Background: an optimization exercise with open tools, aiming at small area. Do not read the settings as production practice. Only simulation tests tie the RTL to the original design; equivalence was not proved. Power is estimated from default activity; no workload was simulated.

== rev 12 ==
Design apb_mem_slave, start of the top module:
module apb_mem_slave #(
  parameter int ADDR_WIDTH  = 8,
  parameter int DATA_WIDTH  = 32,
  parameter int STRB_WIDTH  = DATA_WIDTH / 8,
  parameter int MEM_DEPTH   = 64,
  parameter int WAIT_STATES = 2
) (
  input  logic                  pclk,
  input  logic                  preset,
  input  logic [ADDR_WIDTH-1:0] paddr,
  input  logic                  psel,
  input  logic                  penable,
  input  logic                  pwrite,
  input  logic [DATA_WIDTH-1:0] pwdata,
  input  logic [STRB_WIDTH-1:0] pstrb,
  output logic [DATA_WIDTH-1:0] prdata,
  output logic                  pready,
  output logic                  pslverr
);
==> flow/config.mk <==
export PLATFORM = sky130hd
export DESIGN_NAME = apb_mem_slave
export DESIGN_NICKNAME = apb_mem_slave
export VERILOG_FILES = /design/flow/design.v
export SDC_FILE = /design/flow/constraint.sdc
export NUM_CORES = 4
export LEC_CHECK = 0
export CAP_MARGIN = 10
export CORE_MARGIN = 2
export CORE_UTILIZATION = 48
export GPL_TIMING_DRIVEN = 1
export SLEW_MARGIN = 10
export SYNTH_HIERARCHICAL = 1
export SYNTH_MINIMUM_KEEP_SIZE = 0
==> flow/constraint.sdc <==
create_clock -name core_clock -period 5.0 [get_ports {pclk}]
set_input_delay 1.0000 -clock core_clock [delete_from_list [all_inputs] [get_ports {pclk}]]
set_output_delay 1.0000 -clock core_clock [all_outputs]
set_load 0.01 [all_outputs]
standard.sh (not shown) runs the stock make flow with config.mk's settings and CLKGATE_MAP_FILE= SYNTH_SCRIPT=/design/flow/synth_recipe.tcl, a recipe that flattens the netlist after the stock synthesis.
==> flow/flow/run.sh <==
#!/bin/bash
set -euo pipefail
export CTS_ARGS="-sink_clustering_enable -repair_clock_nets -dont_use_dummy_load -buf_list sky130_fd_sc_hd__clkbuf_4 -root_buf sky130_fd_sc_hd__clkbuf_16 -sink_clustering_size 11 -sink_clustering_max_diameter 40"
export BUFFER_PORTS_ARGS="-buffer_cell sky130_fd_sc_hd__buf_1"
bash standard.sh finish > standard.log 2>&1
Modified inputs, rev 13 compared to rev 12
# rev 12
export LEC_CHECK = 0
export CAP_MARGIN = 10
export CORE_MARGIN = 2
export CORE_UTILIZATION = 48
export GPL_TIMING_DRIVEN = 1
export SLEW_MARGIN = 10
export SYNTH_HIERARCHICAL = 1
export SYNTH_MINIMUM_KEEP_SIZE = 0
create_clock -name core_clock -period 5.0 [get_ports {pclk}]
# rev 13
export LEC_CHECK = 0
export CAP_MARGIN = 10
export CORE_MARGIN = 2
export CORE_UTILIZATION = 55
export GPL_TIMING_DRIVEN = 1
export PLACE_DENSITY = 0.75
export SLEW_MARGIN = 10
export SYNTH_HIERARCHICAL = 1
export SYNTH_MINIMUM_KEEP_SIZE = 0
create_clock -name core_clock -period 5.0 [get_ports {pclk}]
==> comparison <==
Changes observed in rev 13 relative to rev 12: placeable core region lost 13%; fmax shows a reduction of 9.9 MHz; CTS buffer count fell about 2.7%. Across both runs, maximum cell stage delay along the critical path was higher for rev 13 than for rev 12. Rev 13 vs rev 12, final-layout clock buffer total went down by about 2.7%. | slew at the pin with the worst max-slew slack | rev 13 vs rev 12 | 94 ps lower |. Cmp rev 13 vs rev 12: cell area lower in rev 13. A layer carrying the most global-route usage of met2 is what rev 13 shows, while met1 belongs to rev 12. Taking rev 12 as the reference, in rev 13 die area now smaller, number of cells in the finished layout apart from fillers now smaller, number of antenna violations at the first check in global routing now smaller.

Setup of run 1:
Another version of the RTL of apb_mem_slave (not shown whole).
Size: ~3500 cells after synthesis, ~2200 flip-flops.
// apb_mem_slave
module apb_mem_slave #(
  parameter int ADDR_WIDTH  = 8,
  parameter int DATA_WIDTH  = 32,
  parameter int STRB_WIDTH  = DATA_WIDTH / 8,
  parameter int MEM_DEPTH   = 64,
  parameter int WAIT_STATES = 2
) (
  input  logic                  pclk,
  input  logic                  preset,
  input  logic [ADDR_WIDTH-1:0] paddr,
  input  logic                  psel,
  input  logic                  penable,
  input  logic                  pwrite,
  input  logic [DATA_WIDTH-1:0] pwdata,
  input  logic [STRB_WIDTH-1:0] pstrb,
  output logic [DATA_WIDTH-1:0] prdata,
  output logic                  pready,
  output logic                  pslverr
);
  localparam int NPORT = MEM_DEPTH / 4;
  logic       acc1, acc2;           
  logic [1:0] rlo;                  
  logic [3:0] rb;                   
  logic [5:0] rot;                  
  logic [1:0] clr_cnt;              
  logic       clearing;
  logic       in_rng;
  logic       wr_commit;
  logic       pend;                 
  logic       wr_act;
  logic [3:0] wi;                   
  logic [1:0] wlo;                  
  logic [DATA_WIDTH-1:0] wd;        
  logic [STRB_WIDTH-1:0] ws;        
  assign in_rng    = (paddr[7:6] == 2'b00);
  assign pslverr   = !in_rng;
  assign wr_commit = pready && psel && pwrite && in_rng;
  assign wr_act    = wr_commit || pend;
  assign clearing  = preset || (clr_cnt != 2'd0);
  logic [1:0] wph;
  logic       whit;
  assign rot  = {rb - 4'(rlo != 2'd0), rlo};
  assign wph  = wlo + rlo + 2'd1;
  assign whit = wr_act && (wph == 2'd0);
  always_ff @(posedge pclk) begin
    if (preset) begin
      acc1    <= 1'b0;
      acc2    <= 1'b0;
      pready  <= 1'b0;
      rlo     <= '0;
      rb      <= '0;
      clr_cnt <= 2'd3;
      pend    <= 1'b0;
    end else begin
      acc1    <= psel && !penable;
      acc2    <= acc1 && psel;
      pready  <= acc2 && psel;
      rlo     <= rlo + 2'd1;
      if (rlo == 2'd0) rb <= rb + 4'd1;
      if (clr_cnt != 2'd0) clr_cnt <= clr_cnt - 2'd1;
      pend    <= wr_act && !whit;
    end
  end
  ...
Settings: LEC_CHECK=0, CAP_MARGIN=20, CORE_MARGIN=2, CORE_UTILIZATION=55, GPL_TIMING_DRIVEN=1, SLEW_MARGIN=20, SYNTH_HIERARCHICAL=1, SYNTH_MINIMUM_KEEP_SIZE=0; clock period 5.0 ns.
==> flow/flow/run.sh <==
#!/bin/bash
# Standard layout, with clock tree synthesis told not to add dummy loads
# and the port buffers taken as buf_2 cells.
set -euo pipefail
export CTS_ARGS="-sink_clustering_enable -repair_clock_nets -dont_use_dummy_load -sink_clustering_size ${CTS_SIZE:-30} -sink_clustering_max_diameter ${CTS_DIAM:-60}"
export BUFFER_PORTS_ARGS="-buffer_cell sky130_fd_sc_hd__buf_2"
bash standard.sh finish > standard.log 2>&1
--- input diff run 1..run 2 ---
Settings: setting CTS_CLUSTER_SIZE to 30 for the first time; setting CTS_CLUSTER_DIAMETER to 60 for the first time.
==> flow/run.sh (new file) <==
#!/bin/bash
# synth_recipe.tcl (not shown) runs the flow's synth.tcl, then flattens the netlist and writes it again
# the make line also repeats each setting of config.mk as NAME=value (left out here)
make -C /OpenROAD-flow-scripts/flow DESIGN_CONFIG=/design/flow/config.mk WORK_HOME=/design/flow/orfs CLKGATE_MAP_FILE= SYNTH_SCRIPT=/design/flow/synth_recipe.tcl finish
removed: flow/flow/run.sh
removed: flow/standard.sh
==> comparison <==
Compared with run 1, run 2 degrades first-pass GRT wire length.
Post-route worst setup slack was lower in run 2 than in run 1.
Of run 2 and run 1, the higher relative contribution of combinational cells to total power belongs to run 2.
Cell depth of the worst setup path (lower): run 1
Run 2 vs. run 1: clock group share of total power saw an increase, met1 track utilization from global routing saw an increase, count of clock buffers in the final design saw an increase, placer congestion estimate saw an increase.
What run 3 does differently from run 2 at the input level:
Settings: removing CTS_CLUSTER_DIAMETER (formerly 60); changing GPL_TIMING_DRIVEN from 1 to 0; removing CTS_CLUSTER_SIZE (formerly 30); changing CORE_UTILIZATION from 55 to 65.
==> flow/flow/run.sh (new file) <==
#!/bin/bash
set -euo pipefail
export CTS_ARGS="-sink_clustering_enable -repair_clock_nets -dont_use_dummy_load -buf_list sky130_fd_sc_hd__clkbuf_8 -root_buf sky130_fd_sc_hd__clkbuf_16 -sink_clustering_size 20 -sink_clustering_max_diameter 50"
export BUFFER_PORTS_ARGS="-buffer_cell sky130_fd_sc_hd__buf_2"
bash standard.sh finish > standard.log 2>&1
==> flow/standard.sh (new file) <==
#!/bin/bash
# synth_recipe.tcl (not shown) runs the flow's synth.tcl, then flattens the netlist and writes it again
# the make line also repeats each setting of config.mk as NAME=value (left out here)
make -C /OpenROAD-flow-scripts/flow DESIGN_CONFIG=/design/flow/config.mk WORK_HOME=/design/flow/orfs CLKGATE_MAP_FILE= SYNTH_SCRIPT=/design/flow/synth_recipe.tcl "${@:-finish}"
removed: flow/run.sh
## What came out
- In the flow results for run 3 and run 2, the fraction of the core area covered by cells at the end of the flow is larger on run 3.
- Share of total power in the clock network in run 3 is 8.7 points lower than in run 2
- STATUS time the final worst path needs with I/O delays and setup: run 3 wins against run 2
- A capturing instance or port of the critical path of prdata[4] is what run 3 shows, while prdata[5] belongs to run 2.
- Cmp run 3 vs run 2: register share of total power higher in run 3
- NOTE layout clock buffer count run 2->run 3 increased by more than 10%
- Reported for run 3 and run 2, number of sequential cells in the layout turned out identical to the last digit.

## separate check: timing with driven ports
No port has a modelled driver above. Below, the same layouts with a new extraction and two added sets of constraints. Step 1: set_driving_cell puts a clkbuf_16 on pclk and a buf_2 on each other input, an assumption about the parent block. Step 2, shift: input delay + t, output delay - t, t = (earliest + latest rising clock arrival at the registers) / 2. This alone moves slack from input paths to output paths. a / b / c = ideal / step 1 / step 2; a / b = the first two.
run | t, ns | setup WS [ns] | hold WS [ns] | worst setup path at the end
rev 12 | 0.830 | 0.489 / 0.457 / 0.457 | 0.262 / 0.262 / 0.262 | input to output
rev 13 | 0.818 | 0.279 / 0.210 / 0.276 | 0.262 / 0.262 / 0.262 | input to output
run 1 | 0.759 | 0.144 / 0.119 / 0.126 | 0.293 / 0.293 / 0.293 | input to output
run 2 | 0.785 | 0.064 / 0.048 / 0.048 | 0.318 / 0.318 / 0.318 | input to output
run 3 | 0.743 | 0.088 / 0.055 / 0.069 | 0.297 / 0.297 / 0.297 | input to output
After both steps every run listed still meets setup and hold. The setup slack of rev 12, which loses most, moves by -0.032 ns with the drivers and by -0.032 ns with both steps.
